Background: an optimization exercise with open tools, aiming at small area, a short achievable clock period and few clock cycles per item. Do not read the settings as production practice. RTL that was checked went through simulation tests only; none was proved equivalent to the original. The clock input has no modelled driver; a real chip could not lean on it and would need a root buffer or a full tree. No activity file was given, so power comes from the tool's default toggle rates.

Setup of old:
Design sha256_padder, start of the top module:
module sha256_padder #(
    parameter int LEN_W = 19
) (
    input  logic         Clk,
    input  logic         Reset,
    input  logic [7:0]   InData,
    input  logic         InValid,
    input  logic         InLast,
    output logic         InReady,
    output logic [511:0] Chunk,
    output logic         ChunkValid,
    output logic         ChunkLast,
    input  logic         ChunkReady
);
Settings: LEC_CHECK=0, CAP_MARGIN=20, CORE_MARGIN=2, CORE_UTILIZATION=50, SETUP_SLACK_MARGIN=2.6, SLEW_MARGIN=20, SYNTH_HIERARCHICAL=1, SYNTH_MINIMUM_KEEP_SIZE=0, TNS_END_PERCENT=10; clock period 4.5 ns.
standard.sh (not shown) runs the stock make flow with config.mk's settings and CLKGATE_MAP_FILE= SYNTH_SCRIPT=/design/flow/synth_recipe.tcl, a recipe that flattens the netlist after the stock synthesis.
==> flow/flow/run.sh <==
#!/bin/bash
# Standard ORFS layout with these changes: the port buffers use a small buffer cell, and the
# clock tree is a two-level tree built by flow/cts_pre.tcl (ORFS's PRE_CTS_TCL hook) in place
# of TritonCTS. Each ORFS step's full log is in orfs/logs/...; make's output is in flow.log.
set -euo pipefail
export BUFFER_PORTS_ARGS="-buffer_cell sky130_fd_sc_hd__buf_1"
export PRE_CTS_TCL="$PWD/flow/cts_pre.tcl"
bash standard.sh > flow.log 2>&1
Other scripts of this flow, unchanged in this note and not shown: flow/flow/cts_pre.tcl
old: full flow OK, the timing, DRC and antenna checks passed
## Diff of input files: new against old
--- a/flow/design.v
+++ b/flow/design.v
@@ -45,16 +45,14 @@
     logic         il_q, il_d;
     logic         rdy_q, rdy_d;  
     logic         xv_q, xv_d;    
     logic [7:0]   xd_q;
     logic         xl_q, xl_d;
     logic         pend2_q, pend2_d;    
     logic         p2_80_q, p2_80_d;    
-    logic         odd_q, odd_d;  
-    logic [7:0]   bus_e, bus_o;  
     logic [9:0]   hi_q, hi_d;
     logic [7:1]   ht_q, ht_d, lt_q, lt_d;
     logic [5:0]   ctl_q;         
     logic [8:0]   htc, ltc;      
     logic [2:0]   ch, cl;        
     logic         c0, c2;        
     logic         new_chunk, take, cnt_rst;
@@ -87,38 +85,31 @@
         for (int i = 0; i < 64; i++) begin
             sel[i]   = (i % 8 == 7) ? (ch1[(i / 8 + 1) % 8] & cl1[0]) : (ch1[i / 8] & cl1[i % 8 + 1]);
             nxt[i]   = (i > 0) ? (ch1[i / 8] & cl1[i % 8]) : 1'b0;
             above[i] = ~c0 & (ch_lt[i / 8] | (ch1[i / 8] & cl_le[i % 8]));
         end
     end
     always_comb begin
-        bus_e = (ctl_q[PAD] & odd_q) ? 8'h80 : id_q;
-        bus_o = (ctl_q[PAD] & ~odd_q) ? 8'h80 : id_q;
-        w    = ({64{ctl_q[WR]}} & sel) | ({64{ctl_q[PAD]}} & nxt & {8'h00, {55{1'b1}}, 1'b0});
+        w    = {64{ctl_q[WR]}} & sel;
         w[0] = (ctl_q[WR] & c2) | ctl_q[CMT];
-        k    = ~(({64{ctl_q[WR]}} & sel) | ({64{ctl_q[PAD]}} & above) | {64{ctl_q[P2W]}});
-        k[0] = ~(w[0] | ctl_q[P2W]);
-        s    = ({64{ctl_q[PAD]}} & nxt & {8'hff, 56'b0}) | {63'b0, ctl_q[P2W] & p2_80_q};
-    end
-    for (genvar b = 0; b < 7; b++) begin : g_bit0
-        sha256_padder_cell u_cell (
-            .q(r_q[511 - 7 + b]), .k(k[0]), .w(w[0]), .d(xd_q[b]), .y(r_d[511 - 7 + b])
-        );
-    end
-    sha256_padder_cell7 u_cell70 (
-        .q(r_q[511]), .k(k[0]), .w(w[0]), .d(xd_q[7]), .s(s[0]), .y(r_d[511])
-    );
-    for (genvar i = 1; i < 56; i++) begin : g_lane
-        for (genvar b = 0; b < 8; b++) begin : g_bit
+        k    = ~(w | ({64{ctl_q[PAD]}} & above) | {64{ctl_q[P2W]}});
+        s    = ({64{ctl_q[PAD]}} & nxt) | {63'b0, ctl_q[P2W] & p2_80_q};   
+    end
+    for (genvar i = 0; i < 56; i++) begin : g_lane
+        for (genvar b = 0; b < 7; b++) begin : g_bit
             sha256_padder_cell u_cell (
                 .q(r_q[511 - 8*i - 7 + b]), .k(k[i]), .w(w[i]),
-                .d((i % 2 == 1) ? bus_o[b] : bus_e[b]),
+                .d((i == 0) ? xd_q[b] : id_q[b]),
                 .y(r_d[511 - 8*i - 7 + b])
             );
         end
+        sha256_padder_cell7 u_cell7 (
+            .q(r_q[511 - 8*i]), .k(k[i]), .w(w[i]), .d((i == 0) ? xd_q[7] : id_q[7]),
+            .s(s[i]), .y(r_d[511 - 8*i])
+        );
     end
     always_comb begin
         for (int i = 56; i < 64; i++) begin
             for (int b = 0; b < 8; b++) begin
                 r_d[511 - 8*i - 7 + b] =
                     (r_q[511 - 8*i - 7 + b] & k[i]) |
                     (w[i] & id_q[b]) |
@@ -136,15 +127,14 @@
         new_chunk = (ctl_q[WR] & (il_q | c0)) | ctl_q[CMT] | ctl_q[P2W];
         cv_d    = new_chunk | (cv_q & ~ChunkReady);
         cl_d    = new_chunk ? (ctl_q[P2W] | ctl_q[PADFIT]) : cl_q;
         pend2_d = ~ctl_q[P2W] & (pend2_q | (ctl_q[PAD] & ~ctl_q[PADFIT]));
         p2_80_d = (ctl_q[PAD] & ~ctl_q[PADFIT]) ? c0 : p2_80_q;
         take    = (ctl_q[TOX] | ctl_q[WR]) & ~il_q;
         cnt_rst = ctl_q[PADFIT] | ctl_q[P2W];
-        odd_d   = cnt_rst ? take : (odd_q ^ take);
         hi_d    = hi_q;
         ht_d    = ht_q;
         lt_d    = lt_q;
         if (cnt_rst) begin
             hi_d = '0;
             ht_d = '0;
             lt_d = take ? 7'd3 : 7'd1;
@@ -171,29 +161,27 @@
             cvo_q   <= 1'b0;
             cl_q    <= 1'b0;
             iv_q    <= 1'b0;
             rdy_q   <= 1'b0;     
             xv_q    <= 1'b0;
             pend2_q <= 1'b0;
             p2_80_q <= 1'b0;
-            odd_q   <= 1'b0;
             hi_q    <= '0;
             ht_q    <= '0;
             lt_q    <= 7'd1;
             ctl_q   <= '0;
         end else begin
             cv_q    <= cv_d;
             cvo_q   <= new_chunk | (cvo_q & ~ChunkReady);
             cl_q    <= cl_d;
             iv_q    <= iv_d;
             rdy_q   <= rdy_d;
             xv_q    <= xv_d;
             pend2_q <= pend2_d;
             p2_80_q <= p2_80_d;
-            odd_q   <= odd_d;
             hi_q    <= hi_d;
             ht_q    <= ht_d;
             lt_q    <= lt_d;
             ctl_q   <= ctl_d;
         end
     end
 endmodule
--- outcome ---
new finished every step from synthesis to the final layout, and the layout passed the timing, DRC and antenna checks.
[compare] base=old new=new: core utilization went down; combinational power went down.
Fmax: new higher than old
Compared with old, in new final critical-path setup slack moved up, critical path arrival moved down, delay contributed by the slowest stage of the critical path rose by 20 ps, combinational share of power decreased 1.2 points.
Testbench counts of new, summed over its fixed seeds: cycles 53,377, bytes 53,274.
The RTL of old was laid out without a check of its function. In every run of this note, the design's own scripts or RTL, not TritonCTS, make the clock network.

== run 1 ==
Starting RTL as in the previous note.
Settings: LEC_CHECK=0, CAP_MARGIN=20, CORE_MARGIN=2, CORE_UTILIZATION=50, SETUP_SLACK_MARGIN=2.6, SLEW_MARGIN=20, SYNTH_HIERARCHICAL=1, SYNTH_MINIMUM_KEEP_SIZE=0, TNS_END_PERCENT=3; clock period 4.5 ns.
Scripts as last shown in full above: flow/flow/run.sh
Other scripts of this flow, unchanged in this note and not shown: flow/flow/cts_pre.tcl
Edits applied to the flow inputs when going from run 1 to run 2:
diff --git a/flow/design.v b/flow/design.v
--- a/flow/design.v
+++ b/flow/design.v
@@ -43,20 +43,18 @@
     logic         iv_q, iv_d;    
     logic [7:0]   id_q, id_d;
     logic         il_q, il_d;
     logic         rdy_q, rdy_d;  
     logic         xv_q, xv_d;    
     logic [7:0]   xd_q;
     logic         xl_q, xl_d;
     logic         pend2_q, pend2_d;    
     logic         p2_80_q, p2_80_d;    
-    logic         odd_q, odd_d;  
-    logic [7:0]   bus_e, bus_o;  
     logic [9:0]   hi_q, hi_d;
     logic [7:1]   ht_q, ht_d, lt_q, lt_d;
     logic [5:0]   ctl_q;         
     logic [8:0]   htc, ltc;      
     logic [2:0]   ch, cl;        
     logic         c0, c2;        
     logic         new_chunk, take, cnt_rst;
     logic [5:0]   ctl_d;
     logic [63:0]  lenbits;       
@@ -85,42 +83,35 @@
             cl_le[j] = ~ltc[j + 1];
         end
         for (int i = 0; i < 64; i++) begin
             sel[i]   = (i % 8 == 7) ? (ch1[(i / 8 + 1) % 8] & cl1[0]) : (ch1[i / 8] & cl1[i % 8 + 1]);
             nxt[i]   = (i > 0) ? (ch1[i / 8] & cl1[i % 8]) : 1'b0;
             above[i] = ~c0 & (ch_lt[i / 8] | (ch1[i / 8] & cl_le[i % 8]));
         end
     end
     always_comb begin
-        bus_e = (ctl_q[PAD] & odd_q) ? 8'h80 : id_q;
-        bus_o = (ctl_q[PAD] & ~odd_q) ? 8'h80 : id_q;
-        w    = ({64{ctl_q[WR]}} & sel) | ({64{ctl_q[PAD]}} & nxt & {8'h00, {55{1'b1}}, 1'b0});
+        w    = {64{ctl_q[WR]}} & sel;
         w[0] = (ctl_q[WR] & c2) | ctl_q[CMT];
-        k    = ~(({64{ctl_q[WR]}} & sel) | ({64{ctl_q[PAD]}} & above) | {64{ctl_q[P2W]}});
-        k[0] = ~(w[0] | ctl_q[P2W]);
-        s    = ({64{ctl_q[PAD]}} & nxt & {8'hff, 56'b0}) | {63'b0, ctl_q[P2W] & p2_80_q};
-    end
-    for (genvar b = 0; b < 7; b++) begin : g_bit0
-        sha256_padder_cell u_cell (
-            .q(r_q[511 - 7 + b]), .k(k[0]), .w(w[0]), .d(xd_q[b]), .y(r_d[511 - 7 + b])
-        );
-    end
-    sha256_padder_cell7 u_cell70 (
-        .q(r_q[511]), .k(k[0]), .w(w[0]), .d(xd_q[7]), .s(s[0]), .y(r_d[511])
-    );
-    for (genvar i = 1; i < 56; i++) begin : g_lane
-        for (genvar b = 0; b < 8; b++) begin : g_bit
+        k    = ~(w | ({64{ctl_q[PAD]}} & above) | {64{ctl_q[P2W]}});
+        s    = ({64{ctl_q[PAD]}} & nxt) | {63'b0, ctl_q[P2W] & p2_80_q};   
+    end
+    for (genvar i = 0; i < 56; i++) begin : g_lane
+        for (genvar b = 0; b < 7; b++) begin : g_bit
             sha256_padder_cell u_cell (
                 .q(r_q[511 - 8*i - 7 + b]), .k(k[i]), .w(w[i]),
-                .d((i % 2 == 1) ? bus_o[b] : bus_e[b]),
+                .d((i == 0) ? xd_q[b] : id_q[b]),
                 .y(r_d[511 - 8*i - 7 + b])
             );
         end
+        sha256_padder_cell7 u_cell7 (
+            .q(r_q[511 - 8*i]), .k(k[i]), .w(w[i]), .d((i == 0) ? xd_q[7] : id_q[7]),
+            .s(s[i]), .y(r_d[511 - 8*i])
+        );
     end
     always_comb begin
         for (int i = 56; i < 64; i++) begin
             for (int b = 0; b < 8; b++) begin
                 r_d[511 - 8*i - 7 + b] =
                     (r_q[511 - 8*i - 7 + b] & k[i]) |
                     (w[i] & id_q[b]) |
                     ((b == 7) ? s[i] : 1'b0) |
                     ((ctl_q[PADFIT] | ctl_q[P2W]) & lenbits[8*(63-i) + b]);
@@ -134,19 +125,18 @@
         xv_d    = ctl_q[TOX] | (xv_q & ~ctl_q[WR] & ~ctl_q[CMT]);
         xl_d    = ctl_q[TOX] ? il_q : xl_q;
         new_chunk = (ctl_q[WR] & (il_q | c0)) | ctl_q[CMT] | ctl_q[P2W];
         cv_d    = new_chunk | (cv_q & ~ChunkReady);
         cl_d    = new_chunk ? (ctl_q[P2W] | ctl_q[PADFIT]) : cl_q;
         pend2_d = ~ctl_q[P2W] & (pend2_q | (ctl_q[PAD] & ~ctl_q[PADFIT]));
         p2_80_d = (ctl_q[PAD] & ~ctl_q[PADFIT]) ? c0 : p2_80_q;
         take    = (ctl_q[TOX] | ctl_q[WR]) & ~il_q;
         cnt_rst = ctl_q[PADFIT] | ctl_q[P2W];
-        odd_d   = cnt_rst ? take : (odd_q ^ take);
         hi_d    = hi_q;
         ht_d    = ht_q;
         lt_d    = lt_q;
         if (cnt_rst) begin
             hi_d = '0;
             ht_d = '0;
             lt_d = take ? 7'd3 : 7'd1;
         end else if (take) begin
             lt_d = lt_q[7] ? 7'd0 : {lt_q[6:1], 1'b1};
@@ -169,33 +159,31 @@
         if (!Reset) begin
             cv_q    <= 1'b0;
             cvo_q   <= 1'b0;
             cl_q    <= 1'b0;
             iv_q    <= 1'b0;
             rdy_q   <= 1'b0;     
             xv_q    <= 1'b0;
             pend2_q <= 1'b0;
             p2_80_q <= 1'b0;
-            odd_q   <= 1'b0;
             hi_q    <= '0;
             ht_q    <= '0;
             lt_q    <= 7'd1;
             ctl_q   <= '0;
         end else begin
             cv_q    <= cv_d;
             cvo_q   <= new_chunk | (cvo_q & ~ChunkReady);
             cl_q    <= cl_d;
             iv_q    <= iv_d;
             rdy_q   <= rdy_d;
             xv_q    <= xv_d;
             pend2_q <= pend2_d;
             p2_80_q <= p2_80_d;
-            odd_q   <= odd_d;
             hi_q    <= hi_d;
             ht_q    <= ht_d;
             lt_q    <= lt_d;
             ctl_q   <= ctl_d;
         end
     end
 endmodule
 module sha256_padder_cell (
     input  logic q,
Actual transition at the worst max-transition pin (higher): run 2. Taking run 1 as the reference, in run 2 routed wire length up 2100 um; area growth from synthesis to final layout down 1.8 points; insertion delay of the later-clocked pin in the worst-skew pair flat; synthesized cell count up 2.4%. Compared with run 1, run 2 shows final total power lower by about 2%. Comparing run 2 and run 1, the lower clock network fraction of total power was measured on run 1. Cell count (run 2 over run 1): increase, 21. Delta(maximum fanout along the worst path, run 2 - run 1) > 0.
Testbench counts of run 2, summed over its fixed seeds: cycles 53,377, bytes 53,274.
The RTL of run 1 was laid out without a check of its function. In every run of this note, the design's own scripts or RTL, not TritonCTS, make the clock network.

Another version of the RTL of sha256_padder (not shown whole).
For scale: about 570 flip-flops, ~20,000 sq um of cells after synthesis.
Design sha256_padder, start of the top module:
module sha256_padder #(
    parameter int LEN_W = 19
) (
    input  logic         Clk,
    input  logic         Reset,
    input  logic [7:0]   InData,
    input  logic         InValid,
    input  logic         InLast,
    output logic         InReady,
    output logic [511:0] Chunk,
    output logic         ChunkValid,
    output logic         ChunkLast,
    input  logic         ChunkReady
);
clock: 4.5 ns
lec_check: 0
cap_margin: 20
core_margin: 2
core_utilization: 50
setup_slack_margin: 2.55
slew_margin: 20
synth_hierarchical: 1
synth_minimum_keep_size: 0
Scripts as last shown in full above: flow/flow/run.sh
Other scripts of this flow, unchanged in this note and not shown: flow/flow/cts_pre.tcl
Then changed:
--- a/flow/design.v
+++ b/flow/design.v
@@ -83,28 +83,22 @@
             cl_le[j] = ~ltc[j + 1];
         end
         for (int i = 0; i < 64; i++) begin
             sel[i]   = (i % 8 == 7) ? (ch1[(i / 8 + 1) % 8] & cl1[0]) : (ch1[i / 8] & cl1[i % 8 + 1]);
             nxt[i]   = (i > 0) ? (ch1[i / 8] & cl1[i % 8]) : 1'b0;
             above[i] = ~c0 & (ch_lt[i / 8] | (ch1[i / 8] & cl_le[i % 8]));
         end
     end
     always_comb begin
+        w    = {64{ctl_q[WR]}} & sel;
         w[0] = (ctl_q[WR] & c2) | ctl_q[CMT];
-        k[0] = ~(w[0] | ctl_q[P2W]);
-        s[0] = ctl_q[P2W] & p2_80_q;
-    end
-    for (genvar i = 1; i < 64; i++) begin : g_ctl
-        sha256_padder_lanectl u_ctl (
-            .wr(ctl_q[WR]), .pad(ctl_q[PAD]), .p2w(ctl_q[P2W]),
-            .sel(sel[i]), .above(above[i]), .nxt(nxt[i]),
-            .w(w[i]), .k(k[i]), .s(s[i])
-        );
+        k    = ~(w | ({64{ctl_q[PAD]}} & above) | {64{ctl_q[P2W]}});
+        s    = ({64{ctl_q[PAD]}} & nxt) | {63'b0, ctl_q[P2W] & p2_80_q};   
     end
     for (genvar i = 0; i < 56; i++) begin : g_lane
         for (genvar b = 0; b < 7; b++) begin : g_bit
             sha256_padder_cell u_cell (
                 .q(r_q[511 - 8*i - 7 + b]), .k(k[i]), .w(w[i]),
                 .d((i == 0) ? xd_q[b] : id_q[b]),
                 .y(r_d[511 - 8*i - 7 + b])
             );
         end
@@ -204,24 +198,9 @@
     input  logic q,
     input  logic k,
     input  logic w,
     input  logic d,
     input  logic s,
     output logic y
 );
     assign y = (q & k) | (w & d) | s;
 endmodule
-module sha256_padder_lanectl (
-    input  logic wr,       
-    input  logic pad,      
-    input  logic p2w,      
-    input  logic sel,
-    input  logic above,
-    input  logic nxt,      
-    output logic w,
-    output logic k,
-    output logic s
-);
-    assign w = wr & sel;
-    assign k = ~((wr & sel) | (pad & above) | p2w);
-    assign s = pad & nxt;
-endmodule
=> The new run ran to the end with no violations. Worst setup slack gets better by 0.034 ns. Die area falls by about 3%. Clock skew rises by 0.028 ns. Synthesized cell count is about the same. Maximum frequency rises by about 1.7%. Design area falls by about 7%. Synthesized area falls by 3.2%. Hold slack gets worse by 0.0038 ns. First-iteration DRC count falls by 0.56%.
Testbench counts after the change, summed over its fixed seeds: cycles 53,377, bytes 53,274.
Function not checked in the first run of this note: the RTL went through the layout flow alone. In every run of this note, the design's own scripts or RTL, not TritonCTS, make the clock network.

==> re-timing with driven ports <==
The results above use ideal ports. As a check the final layouts listed here were re-extracted and re-timed, cells and wires unchanged. Step 1 (the two cells are an assumption about what drives the block):
set clk [get_ports {Clk}]
set_driving_cell -lib_cell sky130_fd_sc_hd__clkbuf_16 $clk
set_driving_cell -lib_cell sky130_fd_sc_hd__buf_2 [delete_from_list [all_inputs] $clk]
Step 2 also shifts input and output timing later by t, the mid clock arrival at the registers, as if the neighbouring blocks saw the same clock. Slacks: ideal ports / drivers / drivers and shift; pairs: ideal ports / drivers.
| run | shift t [ns] | setup slack, ns | worst hold slack (ns) |
|---|---|---|---|
| old | 0.486 | 2.478 / 2.445 / 2.479 | 0.458 / 0.458 / 0.458 |
| new | 0.472 | 2.507 / 2.442 / 2.507 | 0.444 / 0.444 / 0.444 |
| run 1 | 0.484 | 2.477 / 2.439 / 2.477 | 0.459 / 0.459 / 0.459 |
| run 2 | 0.472 | 2.526 / 2.446 / 2.526 | 0.444 / 0.444 / 0.444 |
| the first run of note 3 | 0.493 | 2.453 / 2.435 / 2.232 | 0.448 / 0.448 / 0.448 |
| the second run of note 3 | 0.471 | 2.487 / 2.458 / 2.488 | 0.444 / 0.444 / 0.444 |
After both steps setup and hold are still met in every run listed. For the first run of note 3, which loses most, drivers alone change the setup slack by -0.018 ns; drivers and shift together by -0.221 ns.
